Context: an optimization exercise on an open-source flow, tuned for small area, a short achievable clock period and few clock cycles per item. The choices shown serve that exercise and are no tape-out recipe. Function was checked by simulation only, so behaviour that the tests miss may differ from the original.

===== flow/run.sh =====
#!/bin/bash
# synth_recipe.tcl (not shown) runs the flow's synth.tcl, then flattens the netlist and writes it again
# the make line also repeats each setting of config.mk as NAME=value (left out here)
make -C /OpenROAD-flow-scripts/flow DESIGN_CONFIG=/design/flow/config.mk WORK_HOME=/design/flow/orfs CLKGATE_MAP_FILE= SYNTH_SCRIPT=/design/flow/synth_recipe.tcl finish

===== flow/config.mk =====
export PLATFORM = sky130hd
export DESIGN_NAME = exec_cluster
export DESIGN_NICKNAME = exec_cluster
export VERILOG_FILES = /design/flow/design.v
export SDC_FILE = /design/flow/constraint.sdc
export NUM_CORES = 4
export LEC_CHECK = 0
export CAP_MARGIN = 20
export CORE_MARGIN = 2
export CORE_UTILIZATION = 40
export PLACE_DENSITY = 0.6
export SLEW_MARGIN = 20

===== flow/constraint.sdc =====
create_clock -name core_clock -period 8.0 [get_ports {clk}]
set_input_delay 1.6000 -clock core_clock [delete_from_list [all_inputs] [get_ports {clk}]]
set_output_delay 1.6000 -clock core_clock [all_outputs]
set_load 0.01 [all_outputs]

===== flow/design.v =====
`timescale 1ns/10ps
`default_nettype none
package exec_pkg;
  localparam int WINDOW_MAX = 16;   
  typedef logic [$clog2(WINDOW_MAX)-1:0] tag_t;
  typedef enum logic [3:0] {
    ALU_ADD  = 4'd0,
    ALU_SUB  = 4'd1,
    ALU_SLL  = 4'd2,
    ALU_SLT  = 4'd3,
    ALU_SLTU = 4'd4,
    ALU_XOR  = 4'd5,
    ALU_SRL  = 4'd6,
    ALU_SRA  = 4'd7,
    ALU_OR   = 4'd8,
    ALU_AND  = 4'd9
  } alu_op_e;
  typedef enum logic [2:0] {
    MD_MUL    = 3'b000,
    MD_MULH   = 3'b001,
    MD_MULHSU = 3'b010,
    MD_MULHU  = 3'b011,
    MD_DIV    = 3'b100,
    MD_DIVU   = 3'b101,
    MD_REM    = 3'b110,
    MD_REMU   = 3'b111
  } md_op_e;
  typedef struct packed {
    logic [6:0]  funct7;
    logic [2:0]  funct3;
    logic [31:0] a;
    logic [31:0] b;
  } issue_t;
  typedef struct packed {
    tag_t        tag;
    alu_op_e     op;
    logic [31:0] a;
    logic [31:0] b;
  } alu_req_t;
  typedef struct packed {
    tag_t        tag;
    md_op_e      op;
    logic [31:0] a;
    logic [31:0] b;
  } md_req_t;
  typedef struct packed {
    tag_t        tag;
    logic [31:0] value;
  } result_t;
endpackage
`default_nettype wire
`timescale 1ns/10ps
`default_nettype none
module credit_fifo #(
  parameter int DEPTH = 4,
  parameter int WIDTH = 32
) (
  input  logic  clk,
  input  logic  rst_n,
  input  logic  push,
  input  logic [WIDTH-1:0] push_data,
  input  logic  pop,
  output logic [WIDTH-1:0] pop_data,
  output logic  empty,
  output logic  full
);
  localparam int AW = (DEPTH > 1) ? $clog2(DEPTH) : 1;
  localparam int CW = $clog2(DEPTH + 1);
  logic [WIDTH-1:0] mem [DEPTH];
  logic [AW-1:0] wr_ptr;
  logic [AW-1:0] rd_ptr;
  logic [CW-1:0] count;
  assign empty    = (count == '0);
  assign full     = (count == CW'(DEPTH));
  assign pop_data = mem[rd_ptr];   
  always_ff @(posedge clk) begin
    if (!rst_n) begin
      wr_ptr <= '0;
      rd_ptr <= '0;
      count  <= '0;
    end else begin
      if (push) begin
        wr_ptr <= (wr_ptr == AW'(DEPTH - 1)) ? '0 : wr_ptr + 1'b1;
      end
      if (pop) begin
        rd_ptr <= (rd_ptr == AW'(DEPTH - 1)) ? '0 : rd_ptr + 1'b1;
      end
      count <= count + CW'(push) - CW'(pop);
    end
  end
  always_ff @(posedge clk) begin
    if (push) begin
      mem[wr_ptr] <= push_data;
    end
  end
endmodule
`default_nettype wire
`timescale 1ns/10ps
`default_nettype none
module issue_router #(
  parameter int IN_DEPTH = 4,
  parameter int WINDOW   = 8
) (
  input  logic     clk,
  input  logic     rst_n,
  input  logic     in_valid,
  input  exec_pkg::issue_t   in_op,
  output logic     in_credit,
  input  logic     slot_free,
  output logic     alloc,
  output exec_pkg::tag_t     alloc_tag,
  output logic     alu_push,
  output exec_pkg::alu_req_t alu_req,
  input  logic     alu_full,
  output logic     md_push,
  output exec_pkg::md_req_t  md_req,
  input  logic     md_full
);
  exec_pkg::issue_t  head;
  logic    empty;
  logic    full;
  logic    is_md;
  logic    dispatch;
  exec_pkg::alu_op_e alu_op;
  exec_pkg::tag_t    next_tag;
  credit_fifo #(.DEPTH(IN_DEPTH), .WIDTH(74)) u_issue_q (
    .clk      (clk),
    .rst_n    (rst_n),
    .push     (in_valid),
    .push_data(in_op),
    .pop      (dispatch),
    .pop_data (head),
    .empty    (empty),
    .full     (full)
  );
  assign is_md = (head.funct7 == 7'b0000001);
  always_comb begin
    alu_op = exec_pkg::ALU_ADD;
    case (head.funct3)
      3'b000: alu_op = (head.funct7 == 7'b0100000) ? exec_pkg::ALU_SUB : exec_pkg::ALU_ADD;
      3'b001: alu_op = exec_pkg::ALU_SLL;
      3'b010: alu_op = exec_pkg::ALU_SLT;
      3'b011: alu_op = exec_pkg::ALU_SLTU;
      3'b100: alu_op = exec_pkg::ALU_XOR;
      3'b101: alu_op = (head.funct7 == 7'b0100000) ? exec_pkg::ALU_SRA : exec_pkg::ALU_SRL;
      3'b110: alu_op = exec_pkg::ALU_OR;
      3'b111: alu_op = exec_pkg::ALU_AND;
      default: alu_op = exec_pkg::ALU_ADD;
    endcase
  end
  assign dispatch  = !empty && slot_free && !(is_md ? md_full : alu_full);
  assign alloc     = dispatch;
  assign alloc_tag = next_tag;
  assign alu_push  = dispatch && !is_md;
  assign md_push   = dispatch && is_md;
  assign alu_req   = {next_tag, alu_op, head.a, head.b};
  assign md_req    = {next_tag, head.funct3, head.a, head.b};
  always_ff @(posedge clk) begin
    if (!rst_n) begin
      next_tag  <= '0;
      in_credit <= 1'b0;
    end else begin
      in_credit <= dispatch;   
      if (dispatch) begin
        next_tag <= (next_tag == 4'(WINDOW - 1)) ? '0 : next_tag + 1'b1;
      end
    end
  end
endmodule
`default_nettype wire
`timescale 1ns/10ps
`default_nettype none
module alu_lane #(
  parameter int LANE_DEPTH = 4
) (
  input  logic     clk,
  input  logic     rst_n,
  input  logic     push,
  input  exec_pkg::alu_req_t req,
  output logic     full,
  output logic     res_valid,
  output exec_pkg::result_t  res
);
  exec_pkg::alu_req_t    head;
  logic        empty;
  logic        pop;
  logic [4:0]  shamt;
  logic [31:0] value;
  credit_fifo #(.DEPTH(LANE_DEPTH), .WIDTH(72)) u_alu_q (
    .clk      (clk),
    .rst_n    (rst_n),
    .push     (push),
    .push_data(req),
    .pop      (pop),
    .pop_data (head),
    .empty    (empty),
    .full     (full)
  );
  assign pop   = !empty;   
  assign shamt = head.b[4:0];
  always_comb begin
    value = '0;
    case (head.op)
      exec_pkg::ALU_ADD:  value = head.a + head.b;
      exec_pkg::ALU_SUB:  value = head.a - head.b;
      exec_pkg::ALU_SLL:  value = head.a << shamt;
      exec_pkg::ALU_SLT:  value = {31'b0, $signed(head.a) < $signed(head.b)};
      exec_pkg::ALU_SLTU: value = {31'b0, head.a < head.b};
      exec_pkg::ALU_XOR:  value = head.a ^ head.b;
      exec_pkg::ALU_SRL:  value = head.a >> shamt;
      exec_pkg::ALU_SRA:  value = $signed(head.a) >>> shamt;   
      exec_pkg::ALU_OR:   value = head.a | head.b;
      exec_pkg::ALU_AND:  value = head.a & head.b;
      default:  value = '0;
    endcase
  end
  always_ff @(posedge clk) begin
    if (!rst_n) begin
      res_valid <= 1'b0;
    end else begin
      res_valid <= pop;
    end
  end
  always_ff @(posedge clk) begin
    if (pop) begin
      res <= {head.tag, value};
    end
  end
endmodule
`default_nettype wire
`timescale 1ns/10ps
`default_nettype none
module muldiv_lane #(
  parameter int LANE_DEPTH = 4
) (
  input  logic    clk,
  input  logic    rst_n,
  input  logic    push,
  input  exec_pkg::md_req_t req,
  output logic    full,
  output logic    res_valid,
  output exec_pkg::result_t res
);
  exec_pkg::md_req_t     head;
  logic        empty;
  logic        pop;
  logic        busy;
  logic [4:0]  step_cnt;
  logic        last_step;
  exec_pkg::md_op_e      op_q;
  exec_pkg::tag_t        tag_q;
  logic        div_q;      
  logic        neg_q;      
  logic        neg_r;      
  logic [31:0] m_q;        
  logic [31:0] hi_q;
  logic [31:0] lo_q;
  logic        a_neg;
  logic        b_neg;
  logic [31:0] a_mag;
  logic [31:0] b_mag;
  logic [32:0] sum;
  logic [32:0] diff;
  logic [31:0] hi_nx;
  logic [31:0] lo_nx;
  logic [63:0] prod_s;
  logic [31:0] value;
  credit_fifo #(.DEPTH(LANE_DEPTH), .WIDTH(71)) u_md_q (
    .clk      (clk),
    .rst_n    (rst_n),
    .push     (push),
    .push_data(req),
    .pop      (pop),
    .pop_data (head),
    .empty    (empty),
    .full     (full)
  );
  assign pop       = !busy && !empty;
  assign last_step = busy && (step_cnt == 5'd31);
  assign a_neg = head.a[31] && (head.op == exec_pkg::MD_MULH || head.op == exec_pkg::MD_MULHSU ||
                                head.op == exec_pkg::MD_DIV || head.op == exec_pkg::MD_REM);
  assign b_neg = head.b[31] && (head.op == exec_pkg::MD_MULH || head.op == exec_pkg::MD_DIV ||
                                head.op == exec_pkg::MD_REM);
  assign a_mag = a_neg ? -head.a : head.a;
  assign b_mag = b_neg ? -head.b : head.b;
  assign sum  = {1'b0, hi_q} + {1'b0, m_q};
  assign diff = {hi_q, lo_q[31]} - {1'b0, m_q};   
  always_comb begin
    if (div_q) begin
      if (!diff[32]) begin
        hi_nx = diff[31:0];
        lo_nx = {lo_q[30:0], 1'b1};
      end else begin
        hi_nx = {hi_q[30:0], lo_q[31]};
        lo_nx = {lo_q[30:0], 1'b0};
      end
    end else if (lo_q[0]) begin
      {hi_nx, lo_nx} = {sum, lo_q[31:1]};   
    end else begin
      {hi_nx, lo_nx} = {1'b0, hi_q, lo_q[31:1]};
    end
  end
  always_comb begin
    prod_s = neg_q ? -{hi_nx, lo_nx} : {hi_nx, lo_nx};
    case (op_q)
      exec_pkg::MD_MUL:                       value = prod_s[31:0];
      exec_pkg::MD_MULH, exec_pkg::MD_MULHSU, exec_pkg::MD_MULHU: value = prod_s[63:32];
      exec_pkg::MD_DIV, exec_pkg::MD_DIVU:              value = neg_q ? -lo_nx : lo_nx;
      default:                      value = neg_r ? -hi_nx : hi_nx;
    endcase
  end
  always_ff @(posedge clk) begin
    if (!rst_n) begin
      busy      <= 1'b0;
      step_cnt  <= '0;
      res_valid <= 1'b0;
    end else begin
      res_valid <= last_step;
      if (pop) begin
        busy     <= 1'b1;
        step_cnt <= '0;
      end else if (busy) begin
        step_cnt <= step_cnt + 1'b1;
        if (last_step) busy <= 1'b0;
      end
    end
  end
  always_ff @(posedge clk) begin
    if (pop) begin
      op_q  <= head.op;
      tag_q <= head.tag;
      div_q <= head.op[2];
      neg_q <= (a_neg ^ b_neg) && !(head.op[2] && (head.b == '0));
      neg_r <= a_neg;
      m_q   <= head.op[2] ? b_mag : a_mag;
      lo_q  <= head.op[2] ? a_mag : b_mag;
      hi_q  <= '0;
    end else if (busy) begin
      hi_q <= hi_nx;
      lo_q <= lo_nx;
    end
    if (last_step) begin
      res <= {tag_q, value};
    end
  end
endmodule
`default_nettype wire
`timescale 1ns/10ps
`default_nettype none
module retire_merge #(
  parameter int WINDOW = 8
) (
  input  logic    clk,
  input  logic    rst_n,
  input  logic    alloc,
  input  exec_pkg::tag_t    alloc_tag,
  output logic    slot_free,
  input  logic    alu_valid,
  input  exec_pkg::result_t alu_res,
  input  logic    md_valid,
  input  exec_pkg::result_t md_res,
  input  logic    out_credit,
  output logic    out_valid,
  output exec_pkg::result_t out_res
);
  localparam int IW = $clog2(WINDOW);
  logic [WINDOW-1:0] busy;
  logic [WINDOW-1:0] done;
  logic [31:0]       values [WINDOW];
  logic [IW-1:0]     head;
  logic [IW-1:0]     alloc_cnt;    
  logic [31:0]       credit_cnt;
  logic              emit;
  assign slot_free = !busy[alloc_cnt];
  assign emit      = busy[head] && done[head] && (credit_cnt != '0);
  assign out_valid = emit;
  assign out_res   = {4'(head), values[head]};
  always_ff @(posedge clk) begin
    if (!rst_n) begin
      busy       <= '0;
      done       <= '0;
      head       <= '0;
      alloc_cnt  <= '0;
      credit_cnt <= '0;
    end else begin
      credit_cnt <= credit_cnt + 32'(out_credit) - 32'(emit);
      if (alloc) begin
        busy[alloc_tag[IW-1:0]] <= 1'b1;
        done[alloc_tag[IW-1:0]] <= 1'b0;
        alloc_cnt <= alloc_cnt + 1'b1;
      end
      if (alu_valid) done[alu_res.tag[IW-1:0]] <= 1'b1;
      if (md_valid) done[md_res.tag[IW-1:0]] <= 1'b1;
      if (emit) begin
        busy[head] <= 1'b0;
        done[head] <= 1'b0;
        head       <= head + 1'b1;   
      end
    end
  end
  always_ff @(posedge clk) begin
    if (alu_valid) begin
      values[alu_res.tag[IW-1:0]] <= alu_res.value;
    end
    if (md_valid) begin
      values[md_res.tag[IW-1:0]] <= md_res.value;
    end
  end
endmodule
`default_nettype wire
`timescale 1ns/10ps
`default_nettype none
module exec_cluster #(
  parameter int IN_DEPTH   = 4,
  parameter int LANE_DEPTH = 4,
  parameter int WINDOW     = 8
) (
  input  logic    clk,
  input  logic    rst_n,
  input  logic        in_valid,
  input  logic [6:0]  in_funct7,
  input  logic [2:0]  in_funct3,
  input  logic [31:0] in_a,
  input  logic [31:0] in_b,
  output logic        in_credit,
  input  logic        out_credit,
  output logic        out_valid,
  output logic [3:0]  out_tag,
  output logic [31:0] out_value
);
  exec_pkg::issue_t   in_op;
  exec_pkg::result_t  out_res;
  assign in_op     = {in_funct7, in_funct3, in_a, in_b};
  assign out_tag   = out_res.tag;
  assign out_value = out_res.value;
  logic     slot_free;
  logic     alloc;
  exec_pkg::tag_t     alloc_tag;
  logic     alu_push;
  exec_pkg::alu_req_t alu_req;
  logic     alu_full;
  logic     md_push;
  exec_pkg::md_req_t  md_req;
  logic     md_full;
  logic     alu_valid;
  exec_pkg::result_t  alu_res;
  logic     md_valid;
  exec_pkg::result_t  md_res;
  issue_router #(.IN_DEPTH(IN_DEPTH), .WINDOW(WINDOW)) u_router (
    .clk      (clk),
    .rst_n    (rst_n),
    .in_valid (in_valid),
    .in_op    (in_op),
    .in_credit(in_credit),
    .slot_free(slot_free),
    .alloc    (alloc),
    .alloc_tag(alloc_tag),
    .alu_push (alu_push),
    .alu_req  (alu_req),
    .alu_full (alu_full),
    .md_push  (md_push),
    .md_req   (md_req),
    .md_full  (md_full)
  );
  alu_lane #(.LANE_DEPTH(LANE_DEPTH)) u_alu (
    .clk      (clk),
    .rst_n    (rst_n),
    .push     (alu_push),
    .req      (alu_req),
    .full     (alu_full),
    .res_valid(alu_valid),
    .res      (alu_res)
  );
  muldiv_lane #(.LANE_DEPTH(LANE_DEPTH)) u_muldiv (
    .clk      (clk),
    .rst_n    (rst_n),
    .push     (md_push),
    .req      (md_req),
    .full     (md_full),
    .res_valid(md_valid),
    .res      (md_res)
  );
  retire_merge #(.WINDOW(WINDOW)) u_merge (
    .clk       (clk),
    .rst_n     (rst_n),
    .alloc     (alloc),
    .alloc_tag (alloc_tag),
    .slot_free (slot_free),
    .alu_valid (alu_valid),
    .alu_res   (alu_res),
    .md_valid  (md_valid),
    .md_res    (md_res),
    .out_credit(out_credit),
    .out_valid (out_valid),
    .out_res   (out_res)
  );
endmodule
`default_nettype wire

==> reports/metrics.yaml <==
synth-edff-count: 1258
ys_top_cells_by_count: "1258 x edfxtp_1, 374 x nor2_1, 356 x a21oi_1"
drv_cap: 0
placedCellCount: 7890
final.fill_count: 16300
period_minus_slack_ns: 6.06
cts-root-buf: "clkbuf_16"
coreArea_sq_um: 181000
synthCells: 5629
netlist_area_sq_um: 73100
cp_max_fo: 34
post_cts_resize_count: 0
die_area_sq_um: 186000
placementRows: 156
tritoncts: "done"
grt_max_degree: 99
postCtsSetupBuffers: 0
slew_headroom_pct: 25.8
startpoint_type: "register"
post_dp_cell_area_sq_um: 76900
yosysTopAreaCellShare_pct: 51.7
clockBufferDepth: 3
avgSynthCellArea_sq_um: 13.0
gr-total-overflow: 0
dp_hpwl_mm: 147
path_class: "reg -> reg"
final_util_pct: 45.2
drt-initial-drc-count: 4798
initial_utilization_pct: 40.4
synth_top_family_by_area: "multiplexers"
grt_pass1_wl_mm: 311
antenna_found_initial: 4
status: "timing/DRC/antenna clean"
whs_ns: 0.417
area_growth_syn_to_layout_pct: 11.9
rsz0062_at_grt: "false"
antenna_left: 0
tightest_slew_ns: 1.10
viasPerCell: 5.82
crit_required_ns: 8.54
final-hold-violation-count: 0
stdcell_count: 8157
ys_seq_elements: 1387
port_buffers: 114
regArea_sq_um: 40400
synth_fp_nets: 5968
fin_skew_ns: 0.0480
timing.fmax_mhz: 165
drc: 0
place_congestion: 0.977
via_count: 47500
final_layout_size_suffix_gt1_share_pct: 17.6
yosysMostFrequentCell: "edfxtp_1"
clkLatencyLatePin_ns: 0.81
multi_input_area_sq_um: 30700
totalWireLength_mm: 209
endpoint_kind: "register"
yosysUniqueCellTypes: 112
fin_setup_tns_ns: 0
cp.arrival_ns: 6.60
synthArstFlopShare_pct: 0
ys_warn_count: 7
cts_sinks: 1387
cts_made_buffers: 149
first_pass_iters: 6
die_w_um: 432
synth-simple-area-share_pct: 8.29
clk_pin_slew_worst_paths_ns: 0.06
synth_compound_area_share_pct: 10.9
synth_xor_area_share_pct: 2.86
netlist_top_cells_area: "edfxtp_1 52%, mux4_2 8.3%, mux2_2 4.7%"
die_h_um: 432
setup_viol: 0
design_area_sq_um: 81800
cts_hold_buf: 0
synth_top_area_cell: "edfxtp_1"
synth_ff_type: "edfxtp_1"
first_global_vias: 46800
synth_mux_area_share_pct: 15.2
h-tree-depth: 4
io_pins: 116
hold_class: "reg -> reg"
wl_per_cell_um: 25.6
drv_slew: 0
ys_seq_area_share_pct: 55.2
nNetsFinal: 6010
track_usage_pct: 22.3
finalCritPeriodShare_pct: 75.8
synth_adder_area_share_pct: 4.55
==> worst paths after layout <==
check,slack [ns],cells after the start,from,to
max,1.94,15,register,u_alu.res[29]
min,0.42,0,u_muldiv.tag_q[1],u_muldiv.res[33]
max reg2reg,1.94,15,register,u_alu.res[29]
min reg2reg,0.42,0,u_muldiv.tag_q[1],u_muldiv.res[33]
==> flip-flops by register name (all words and copies together), names as in the netlist, 4 cells and up, named ones only <==
register                flops
u_router.next_tag           4
u_muldiv.res               35
u_muldiv.lo_q              32
u_merge.busy                8
u_muldiv.hi_q              32
u_router.u_issue_q.mem    296
u_alu.res                  35
u_muldiv.step_cnt           5
u_alu.u_alu_q.mem         284
u_merge.done                8
u_merge.credit_cnt         32
u_muldiv.u_md_q.mem       280
u_muldiv.m_q               32
u_merge.values            256
==> layout by cell type, fill, tap and decap left out, drive strengths merged, types with 97 or more instances in the layout <==
cell type      instances
a21oi                357
xnor2                140
nor2                 375
mux4                 271
o21ai                282
clkbuf               171
clkdlybuf4s50        113
edfxtp              1258
mux2i                155
dfxtp                129
ha                   253
xor2                  97
mux2                 309
inv                  245
nand2                292
nor3                 122
==> final cells by class <==
type / count / share of cell area, %
Sequential cell: 1387 / 49.3
Multi-Input combinational cell: 3680 / 37.5
Tap cell: 2370 / 3.62
Clock inverter: 93 / 1.42
Timing Repair Buffer: 207 / 2.26
Inverter: 246 / 1.13
Antenna cell: 3 / 0.00917
Clock buffer: 171 / 4.67
==> through the flow <==
| step | setup WS, ns |
|---|---|
| 2_1_floorplan | 2.43 |
| 6_report | 1.94 |
| 3_5_place_dp | 2.03 |
| 3_3_place_gp | 1.72 |
| 5_1_grt | 1.57 |
| 4_1_cts | 2.00 |
==> layer usage <==
| layer | global-route usage, % | wire length (um) |
|---|---|---|
| met1 | 31.4 | 92800 |
| met2 | 35.2 | 97700 |
| met3 | 3.51 | 12000 |
| met4 | 7.16 | 6560 |
| met5 | 0 | 27 |
==> cells by family after synthesis <==
logic type,after synthesis
AO/OA/AOI/OAI,1215
multiplexers,735
adder cells (fa/ha/maj),261
XOR/XNOR,237
buffers and inverters,562
flip-flops,1387
AND/OR/NAND/NOR,1231
other,1
==> worst max-delay path, cell delays in order (launching register included) <==
cell      delay [ns]
dfxtp_4         0.71
buf_4           0.67
mux4_2          0.68
ha_1            0.29
or3_1           0.43
a211oi_1        0.38
o21ai_0         0.23
a41oi_1         0.37
o21ai_0         0.28
a211oi_1        0.41
nor2_1          0.13
o41ai_1         0.41
a211oi_1        0.14
a311oi_1        0.33
xor2_1          0.16
o21ai_0         0.09
Testbench counts, summed over its fixed seeds: cycles 27,883, items 4,800.

[static timing again, ports no longer ideal]
Ports are ideal in the flow. The routed layout listed here was re-timed in OpenROAD.
Step 1 sets driving cells, clkbuf_16 on the clock port and buf_2 on the other inputs (assumed; they add their load-dependent delay and slew).
Step 2 times the ports against the registers' clock, not the clock port: input delays grow and output delays shrink by t, the midpoint of the rising clock arrivals with the driver on.
Slacks: ideal ports / drivers / drivers and shift; pairs: ideal ports / drivers.
t (ns): 0.879
setup slack, ns: 1.935 / 1.935 / 1.935
worst register clock-pin slew, ns: 0.06 / 0.06
worst data-port slew with drivers (ns): 0.08
After both steps this run still meets setup and hold. For this run, drivers alone change the setup slack by 0.000 ns; drivers and shift together by 0.000 ns.
